From an optimization exercise on the open Yosys and OpenROAD flow, aimed at small area; shortcuts taken in it are not production practice. The RTL was checked by simulation tests, not by an equivalence proof against the original design. Power is estimated from default activity; no workload was simulated.

Design decode_stage, start of the top module:
module decode_stage (
    input   logic        clk,
    input   logic        rst,
    input   logic [31:0] inst_i,
    input   logic        ex_wreg_i,
    input   logic [4:0]  ex_wd_i,
    input   logic [31:0] ex_wdata_i,
    input   logic        mem_wreg_i,
    input   logic [4:0]  mem_wd_i,
    input   logic [31:0] mem_wdata_i,
    input   logic        wb_we_i,
    input   logic [4:0]  wb_waddr_i,
    input   logic [31:0] wb_wdata_i,
    output  logic [7:0]  aluop_o,
    output  logic [2:0]  alusel_o,
    output  logic        wreg_o,
    output  logic [4:0]  wd_o,
    output  logic [31:0] reg1_o,
    output  logic [31:0] reg2_o
);
    logic [7:0]        aluop;
    logic [2:0]        alusel;
    logic              wreg_raw;
    logic              movn;
    logic              movz;
    logic [4:0]        wd;
    logic              rd1;
    logic              rd2;
    logic              shamt;
    logic              sext;
    logic              upper;
    logic [31:0]       imm1;
    logic [31:0]       imm2;
    logic [31:1][31:0] regs;
    logic [31:1]       nz;
    logic              imm1_nz;
    logic              imm2_nz;
    logic              rs_nonzero;
    logic              rt_nonzero;
    inst_decoder u_decoder (
        .inst_i     (inst_i),
        .aluop_o    (aluop),
        .alusel_o   (alusel),
        .wreg_raw_o (wreg_raw),
        .movn_o     (movn),
        .movz_o     (movz),
        .wd_o       (wd),
        .rd1_o      (rd1),
        .rd2_o      (rd2),
        .shamt_o    (shamt),
        .sext_o     (sext),
        .upper_o    (upper)
    );
    imm_gen u_imm (
        .inst_i  (inst_i),
        .shamt_i (shamt),
        .sext_i  (sext),
        .upper_i (upper),
        .imm1_o  (imm1),
        .imm2_o  (imm2)
    );
    reg_file u_regs (
        .clk     (clk),
        .rst     (rst),
        .we_i    (wb_we_i),
  ...
clock: 8.5 ns
lec_check: 0
abc_clock_period_in_ps: 7000
cap_margin: 20
core_margin: 2
core_utilization: 30
slew_margin: 20
standard.sh (not shown) runs the stock make flow with config.mk's settings and CLKGATE_MAP_FILE= SYNTH_SCRIPT=/design/flow/synth_recipe.tcl, a recipe that flattens the netlist after the stock synthesis.
==> flow/flow/run.sh <==
#!/bin/bash
# Layout flow: the standard ORFS flow (standard.sh) with changes to how
# the layout is built, not to what it is measured against:
#  - ports are buffered with a plain buffer instead of a delay cell,
#  - clock tree synthesis uses small clock buffers, larger sink clusters and
#    no dummy loads.
# Synthesis is the standard one, except that the aoi222 cells of the register
# read multiplexers are mapped on their own (kept as modules until mapping,
# then flattened as usual), so each becomes one AND-OR-invert gate. ORFS writes each step's log under orfs/logs;
# make's own output goes to flow_make.log here.
set -euo pipefail
cd "$(dirname "$0")/.."
bash standard.sh finish \
  "SYNTH_KEEP_MODULES=aoi222" \
  "BUFFER_PORTS_ARGS=-buffer_cell sky130_fd_sc_hd__buf_1" \
  "CTS_ARGS=-sink_clustering_enable -repair_clock_nets -dont_use_dummy_load -sink_clustering_size 12 -sink_clustering_max_diameter 50 -buf_list {sky130_fd_sc_hd__clkbuf_8}" \
  > flow_make.log 2>&1
Then changed:
--- a/flow/flow/run.sh
+++ b/flow/flow/run.sh
@@ -15 +15 @@
-  "BUFFER_PORTS_ARGS=-buffer_cell sky130_fd_sc_hd__buf_1" \
+  "BUFFER_PORTS_ARGS=-buffer_cell sky130_fd_sc_hd__buf_2" \
- CORE_UTILIZATION: 30 -> 38
- final area grows by 0.42%
- critical path depth goes up by 3
- routed wire length decreases by 2.1%
- total power came out higher by 1.0%
- non-clock buffer count increases by 36

========
Starting RTL as in the previous note.
export LEC_CHECK = 0
export ABC_CLOCK_PERIOD_IN_PS = 7000
export CAP_MARGIN = 5
export CORE_MARGIN = 2
export CORE_UTILIZATION = 30
export SLEW_MARGIN = 5
create_clock -name core_clock -period 8.5 [get_ports {clk}]
==> flow/flow/run.sh <==
#!/bin/bash
# Layout flow: the standard ORFS flow (standard.sh) with changes to how
# the layout is built, not to what it is measured against:
#  - ports are buffered with a plain buffer instead of a delay cell,
#  - clock tree synthesis uses small clock buffers, larger sink clusters and
#    no dummy loads.
# Synthesis is the standard one, except that the aoi222 cells of the register
# read multiplexers are mapped on their own (kept as modules until mapping,
# then flattened as usual), so each becomes one AND-OR-invert gate. ORFS writes each step's log under orfs/logs;
# make's own output goes to flow_make.log here.
set -euo pipefail
cd "$(dirname "$0")/.."
bash standard.sh finish \
  "SYNTH_KEEP_MODULES=aoi222" \
  "BUFFER_PORTS_ARGS=-buffer_cell sky130_fd_sc_hd__buf_1" \
  "CTS_ARGS=-sink_clustering_enable -repair_clock_nets -dont_use_dummy_load -sink_clustering_size 15 -sink_clustering_max_diameter 50 -buf_list {sky130_fd_sc_hd__clkbuf_8}" \
  > flow_make.log 2>&1
The starting point completed with no timing, DRC or antenna violations.
Change:
--- a/flow/flow/run.sh
+++ b/flow/flow/run.sh
@@ -13,5 +13,5 @@
 bash standard.sh finish \
   "SYNTH_KEEP_MODULES=aoi222" \
-  "BUFFER_PORTS_ARGS=-buffer_cell sky130_fd_sc_hd__buf_1" \
-  "CTS_ARGS=-sink_clustering_enable -repair_clock_nets -dont_use_dummy_load -sink_clustering_size 15 -sink_clustering_max_diameter 50 -buf_list {sky130_fd_sc_hd__clkbuf_8}" \
+  "BUFFER_PORTS_ARGS=-buffer_cell sky130_fd_sc_hd__buf_2" \
+  "CTS_ARGS=-sink_clustering_enable -repair_clock_nets -dont_use_dummy_load -sink_clustering_size 12 -sink_clustering_max_diameter 50 -buf_list {sky130_fd_sc_hd__clkbuf_8}" \
   > flow_make.log 2>&1
--- a/flow/config.mk
+++ b/flow/config.mk
@@ -7,6 +7,6 @@
 export LEC_CHECK = 0
 export ABC_CLOCK_PERIOD_IN_PS = 7000
-export CAP_MARGIN = 5
+export CAP_MARGIN = 20
 export CORE_MARGIN = 2
 export CORE_UTILIZATION = 30
-export SLEW_MARGIN = 5
+export SLEW_MARGIN = 20
Effect: The changed run produced a clean layout. Area after synthesis stays the same. Die area is unchanged. Sequential power stays flat. Design area went up slightly. Setup slack is worse by 0.076 ns. Cell count is about the same. Utilization went up by 0.33 points.
Change:
==> flow/flow/run.sh (replaced) <==
#!/bin/bash
# Layout flow: the standard ORFS flow (standard.sh) with changes to how
# the layout is built, not to what it is measured against:
#  - ports are buffered with a plain buf_1 instead of a delay cell,
#  - clock tree synthesis uses clkbuf_8 buffers only, in sink clusters of at
#    most 15 flip-flops, and inserts no dummy loads.
# Synthesis is the standard one, except that the aoi222 module of the register
# read multiplexers is kept until mapping (then flattened as usual), so each
# instance becomes one AND-OR-invert gate.
# ORFS writes each step's full log under orfs/logs; make's own output goes to
# flow_make.log here.
set -euo pipefail
cd "$(dirname "$0")/.."
bash standard.sh finish \
  "SYNTH_KEEP_MODULES=aoi222" \
  "BUFFER_PORTS_ARGS=-buffer_cell sky130_fd_sc_hd__buf_1" \
  "CTS_ARGS=-sink_clustering_enable -repair_clock_nets -dont_use_dummy_load -sink_clustering_size 15 -sink_clustering_max_diameter 50 -buf_list {sky130_fd_sc_hd__clkbuf_8}" \
  > flow_make.log 2>&1
--- a/flow/config.mk
+++ b/flow/config.mk
@@ -7,6 +7,6 @@
 export LEC_CHECK = 0
 export ABC_CLOCK_PERIOD_IN_PS = 7000
-export CAP_MARGIN = 20
+export CAP_MARGIN = 5
 export CORE_MARGIN = 2
 export CORE_UTILIZATION = 30
-export SLEW_MARGIN = 20
+export SLEW_MARGIN = 5
The changed run finished with timing, DRC and antenna clean. Maximum frequency came out higher by 0.94%. Die area stays the same. Clock-buffer cell count came out lower by 10. Critical path depth is unchanged.
Change:
==> flow/flow/run.sh (replaced) <==
#!/bin/bash
# Layout flow: the standard ORFS flow (standard.sh) with changes to how
# the layout is built, not to what it is measured against:
#  - ports are buffered with a plain buffer instead of a delay cell,
#  - clock tree synthesis uses small clock buffers, larger sink clusters and
#    no dummy loads.
# Synthesis is the standard one, except that the aoi222 cells of the register
# read multiplexers are mapped on their own (kept as modules until mapping,
# then flattened as usual), so each becomes one AND-OR-invert gate. ORFS writes each step's log under orfs/logs;
# make's own output goes to flow_make.log here.
set -euo pipefail
cd "$(dirname "$0")/.."
bash standard.sh finish \
  "SYNTH_KEEP_MODULES=aoi222" \
  "BUFFER_PORTS_ARGS=-buffer_cell sky130_fd_sc_hd__buf_1" \
  "CTS_ARGS=-sink_clustering_enable -repair_clock_nets -dont_use_dummy_load -sink_clustering_size 12 -sink_clustering_max_diameter 50 -buf_list {sky130_fd_sc_hd__clkbuf_8}" \
  > flow_make.log 2>&1
Outcome:
- The changed run completed with no timing, DRC or antenna violations
- non-clock buffer count stays the same
- routed wire length stays flat
- synthesized cell count is unchanged
- total power is higher by 1.3%
- via count barely changes
- final area stays flat
- worst hold slack gets worse by 0.0083 ns
- fmax is lower by 0.63%
- cell count stays flat
- combinational power barely changes
- utilization stays flat

[what the ideal ports hide]
The flow's constraints put no driver on any port. The routed layouts listed below were extracted and timed again, unchanged, in two steps.
Step 1, drivers: a clkbuf_16 drives clk and a buf_2 each remaining input, both assumed.
Step 2 moves the port delays by t, midway between the first and last clock arrival at a register: inputs arrive t later, outputs are due t later. That takes back most of the time a late clock gives input paths.
Three values: ideal ports, drivers, drivers and shift; two values: the first two.
run	t (ns)	slack for setup (ns)	hold slack, ns	worst slew at a driven data input, ns	pins driven straight from the clock port
the first run of note 1	0.806	0.348 / 0.297 / 0.297	1.575 / 1.533 / 2.339	0.17	1
the second run of note 1	0.820	0.462 / 0.417 / 0.417	1.446 / 1.400 / 2.219	0.07	1
the first run of note 2	0.806	0.451 / 0.432 / 0.432	1.577 / 1.540 / 2.346	0.15	1
the second run of note 2	0.811	0.376 / 0.351 / 0.351	1.377 / 1.321 / 2.132	0.17	1
the third run of note 2	0.806	0.451 / 0.432 / 0.432	1.577 / 1.540 / 2.346	0.15	1
the fourth run of note 2	0.824	0.400 / 0.349 / 0.349	1.568 / 1.506 / 2.330	0.18	1
After both steps every run listed still meets setup and hold.
